This is an optimization exercise on Yosys and OpenROAD, whose aim is small area and a short achievable clock period, not a production implementation. Where RTL was checked, it was by simulation tests only, not by an equivalence proof against the original. Power and IR drop assume default switching activity.

Design tdc_time_accum_top, start of the top module:
module tdc_time_accum_top (
   input  logic         clk,
   input  logic         rst,
   input  logic [87:0]  int_data,
   input  logic [87:0]  frac_data,
   input  logic [7:0]   ch_mask,
   input  logic         start,
   input  logic [15:0]  acc_len,
   input  logic         acc_clear,
   output logic [36:0]  out_sum,
   output logic [15:0]  out_cnt,
   output logic         out_dval,
   output logic         busy
);
   tdc_time_accum u_accum (
      .clk       (clk),
      .rst       (rst),
      .int_data  (int_data),
      .frac_data (frac_data),
      .ch_mask   (ch_mask),
      .start     (start),
      .acc_len   (acc_len),
      .acc_clear (acc_clear),
      .out_sum   (out_sum),
      .out_cnt   (out_cnt),
      .out_dval  (out_dval),
      .busy      (busy)
   );
endmodule
==> module tdc_time_accum, before the edit <==
module tdc_time_accum (
   input  logic        clk,
   input  logic        rst,
   input  logic [87:0] int_data,
   input  logic [87:0] frac_data,
   input  logic [7:0]  ch_mask,
   input  logic        start,
   input  logic [15:0] acc_len,
   input  logic        acc_clear,
   output logic [36:0] out_sum,
   output logic [15:0] out_cnt,
   output logic        out_dval,
   output logic        busy
);
   logic [4:0]       vld_q;
   logic [4:0][15:0] len_q;
   logic             le1_q;     
   logic [19:0]      ev;        
   tdc_add_tree u_tree (
      .clk       (clk),
      .int_data  (int_data),
      .frac_data (frac_data),
      .ch_mask   (ch_mask),
      .v3        (vld_q[3]),
      .ev_o      (ev)
   );
   always_ff @(posedge clk or posedge rst) begin
      if (rst) begin
         vld_q <= '0;
      end else begin
         vld_q <= {vld_q[3:0], start};
      end
   end
   always_ff @(posedge clk) begin
      len_q <= {len_q[3:0], acc_len};
      le1_q <= (len_q[3][15:1] == 15'd0);
   end
   logic        acc_st_q;    
   logic        acc_st_d;
   logic [35:0] acc_q;
   logic [15:0] rem_q;       
   logic [15:0] blen_q;      
   logic [35:0] sum_q;
   logic [15:0] ocnt_q;
   logic        dval_q;
   logic        busy_q;
   logic [35:0] add;
   logic        last, finish, done;
   tdc_acc_add u_add (.a(acc_q), .b(ev), .s(add));
   assign last   = (rem_q == 16'd2);
   assign finish = acc_st_q ? last : le1_q;
   assign done   = vld_q[4] & finish & ~acc_clear;
   always_comb begin
      acc_st_d = acc_st_q;
      if (acc_clear) begin
         acc_st_d = 1'b0;
      end else if (vld_q[4]) begin
         acc_st_d = ~finish;
      end
   end
   always_ff @(posedge clk or posedge rst) begin
      if (rst) begin
         acc_st_q <= 1'b0;
         sum_q    <= '0;
         ocnt_q   <= '0;
         dval_q   <= 1'b0;
         busy_q   <= 1'b0;
      end else begin
         acc_st_q <= acc_st_d;
         if (done) begin
            sum_q  <= add;
            ocnt_q <= acc_st_q ? blen_q : 16'd1;
         end
         dval_q <= done;
         busy_q <= acc_st_d | start | (|vld_q[3:0]);
      end
   end
   always_ff @(posedge clk) begin
      acc_q <= (~acc_clear & (vld_q[4] ? ~finish : acc_st_q)) ? add : 36'd0;
      if (vld_q[4]) begin
         rem_q <= acc_st_q ? rem_q - 16'd1 : len_q[4];
      end
      if (vld_q[4] & ~acc_st_q) begin
         blen_q <= len_q[4];
      end
   end
   assign out_sum  = {1'b0, sum_q};
   assign out_cnt  = ocnt_q;
   assign out_dval = dval_q;
   assign busy     = busy_q;
endmodule
==> module tdc_acc_add, before the edit <==
module tdc_acc_add (
   input  logic [35:0] a,
   input  logic [19:0] b,
   output logic [35:0] s
);
   logic [4:0][19:0] g, p;
   logic [19:0]      c;         
   logic [15:0]      hp;        
   assign g[0] = a[19:0] & b;
   assign p[0] = a[19:0] ^ b;
   for (genvar k = 0; k < 4; k++) begin : g_lvl
      for (genvar i = 0; i < 20; i++) begin : g_bit
         if (i >= (1 << k)) begin : g_op
            assign g[k+1][i] = g[k][i] | (p[k][i] & g[k][i - (1 << k)]);
            assign p[k+1][i] = p[k][i] & p[k][i - (1 << k)];
         end else begin : g_pass
            assign g[k+1][i] = g[k][i];
            assign p[k+1][i] = p[k][i];
         end
      end
   end
   for (genvar i = 0; i < 20; i++) begin : g_c
      if (i >= 16) begin : g_op
         assign c[i] = g[4][i] | (p[4][i] & g[4][i - 16]);
      end else begin : g_pass
         assign c[i] = g[4][i];
      end
   end
   assign s[0]     = p[0][0];
   assign s[19:1]  = p[0][19:1] ^ c[18:0];
   assign hp[0]    = 1'b1;
   for (genvar j = 1; j < 16; j++) begin : g_hp
      assign hp[j] = &a[20 + j - 1 : 20];
   end
   assign s[35:20] = a[35:20] ^ ({16{c[19]}} & hp);
endmodule
==> flow/config.mk <==
export PLATFORM = sky130hd
export DESIGN_NAME = tdc_time_accum_top
export DESIGN_NICKNAME = tdc_time_accum_top
export VERILOG_FILES = /design/flow/design.v
export SDC_FILE = /design/flow/constraint.sdc
export NUM_CORES = 4
export LEC_CHECK = 0
export ABC_AREA = 1
export ABC_CLOCK_PERIOD_IN_PS = 2000
export CAP_MARGIN = 20
export CORE_MARGIN = 2
export CORE_UTILIZATION = 40
export CTS_BUF_LIST = sky130_fd_sc_hd__clkbuf_8 sky130_fd_sc_hd__clkbuf_16
export CTS_CLUSTER_DIAMETER = 100
export CTS_CLUSTER_SIZE = 25
export PLACE_DENSITY = 0.6
export SETUP_SLACK_MARGIN = 2.0
export SLEW_MARGIN = 20
==> flow/constraint.sdc <==
create_clock -name core_clock -period 4.0 [get_ports {clk}]
set_input_delay 0.8000 -clock core_clock [delete_from_list [all_inputs] [get_ports {clk}]]
set_output_delay 0.8000 -clock core_clock [all_outputs]
set_load 0.01 [all_outputs]
standard.sh (not shown) runs the stock make flow with config.mk's settings and CLKGATE_MAP_FILE= SYNTH_SCRIPT=/design/flow/synth_recipe.tcl, a recipe that flattens the netlist after the stock synthesis.
==> flow/flow/run.sh <==
#!/bin/bash
set -e
export BUFFER_PORTS_ARGS="-buffer_cell sky130_fd_sc_hd__buf_1"
bash standard.sh > standard_flow.log 2>&1
The first run completed with no timing, DRC or antenna violations.
Next try:
--- a/flow/design.v
+++ b/flow/design.v
@@ -135,13 +135,13 @@
    logic [35:0] sum_q;
    logic [15:0] ocnt_q;
    logic        dval_q;
    logic        busy_q;
    logic [35:0] add;
    logic        last, finish, done;
-   tdc_acc_add u_add (.a(acc_q), .b(ev), .s(add));
+   assign add    = acc_q + 36'(ev);
    assign last   = (rem_q == 16'd2);
    assign finish = acc_st_q ? last : le1_q;
    assign done   = vld_q[4] & finish & ~acc_clear;
    always_comb begin
       acc_st_d = acc_st_q;
       if (acc_clear) begin
@@ -178,48 +178,12 @@
    end
    assign out_sum  = {1'b0, sum_q};
    assign out_cnt  = ocnt_q;
    assign out_dval = dval_q;
    assign busy     = busy_q;
 endmodule
-module tdc_acc_add (
-   input  logic [35:0] a,
-   input  logic [19:0] b,
-   output logic [35:0] s
-);
-   logic [4:0][19:0] g, p;
-   logic [19:0]      c;         
-   logic [15:0]      hp;        
-   assign g[0] = a[19:0] & b;
-   assign p[0] = a[19:0] ^ b;
-   for (genvar k = 0; k < 4; k++) begin : g_lvl
-      for (genvar i = 0; i < 20; i++) begin : g_bit
-         if (i >= (1 << k)) begin : g_op
-            assign g[k+1][i] = g[k][i] | (p[k][i] & g[k][i - (1 << k)]);
-            assign p[k+1][i] = p[k][i] & p[k][i - (1 << k)];
-         end else begin : g_pass
-            assign g[k+1][i] = g[k][i];
-            assign p[k+1][i] = p[k][i];
-         end
-      end
-   end
-   for (genvar i = 0; i < 20; i++) begin : g_c
-      if (i >= 16) begin : g_op
-         assign c[i] = g[4][i] | (p[4][i] & g[4][i - 16]);
-      end else begin : g_pass
-         assign c[i] = g[4][i];
-      end
-   end
-   assign s[0]     = p[0][0];
-   assign s[19:1]  = p[0][19:1] ^ c[18:0];
-   assign hp[0]    = 1'b1;
-   for (genvar j = 1; j < 16; j++) begin : g_hp
-      assign hp[j] = &a[20 + j - 1 : 20];
-   end
-   assign s[35:20] = a[35:20] ^ ({16{c[19]}} & hp);
-endmodule
 module tdc_time_accum_top (
    input  logic         clk,
    input  logic         rst,
    input  logic [87:0]  int_data,
    input  logic [87:0]  frac_data,
    input  logic [7:0]   ch_mask,
Outcome: Register-to-register slack is better by 50 ps. Setup slack is better by 33 ps. Synthesized area came out higher by 0.79%. Hold slack is better by 55 ps. Sequential share of layout area came out lower by 0.37 points. Combinational power came out higher by about 3%. Clock skew came out lower by 16 ps. Sequential cell count stays the same. Global-route usage stays flat. Power came out higher by 0.88%. Critical path depth came out lower by 8.
Only the layout flow was run in the first run of this note; the RTL was not checked for function there.

[what the ideal ports hide]
The flow's constraints put no driver on any port. The routed layouts listed below were extracted and timed again, unchanged, in two steps. Step 1 assumes that a clkbuf_16 drives the clock port and a buf_2 every other input. Step 2 times the ports against the registers' clock, not the clock port: input delays grow and output delays shrink by t, the midpoint of the rising clock arrivals with the driver on. a / b / c = ideal / step 1 / step 2; a / b = the first two.
run | t (ns) | setup WS [ns] | worst slew at a driven data input, ns
the first run | 0.597 | 2.007 / 2.007 / 1.478 | 0.08
the second run | 0.592 | 2.040 / 2.019 / 1.477 | 0.06
After both steps setup and hold are still met in every run listed. The setup slack of the second run, which loses most, moves by -0.021 ns with the drivers and by -0.563 ns with both steps.
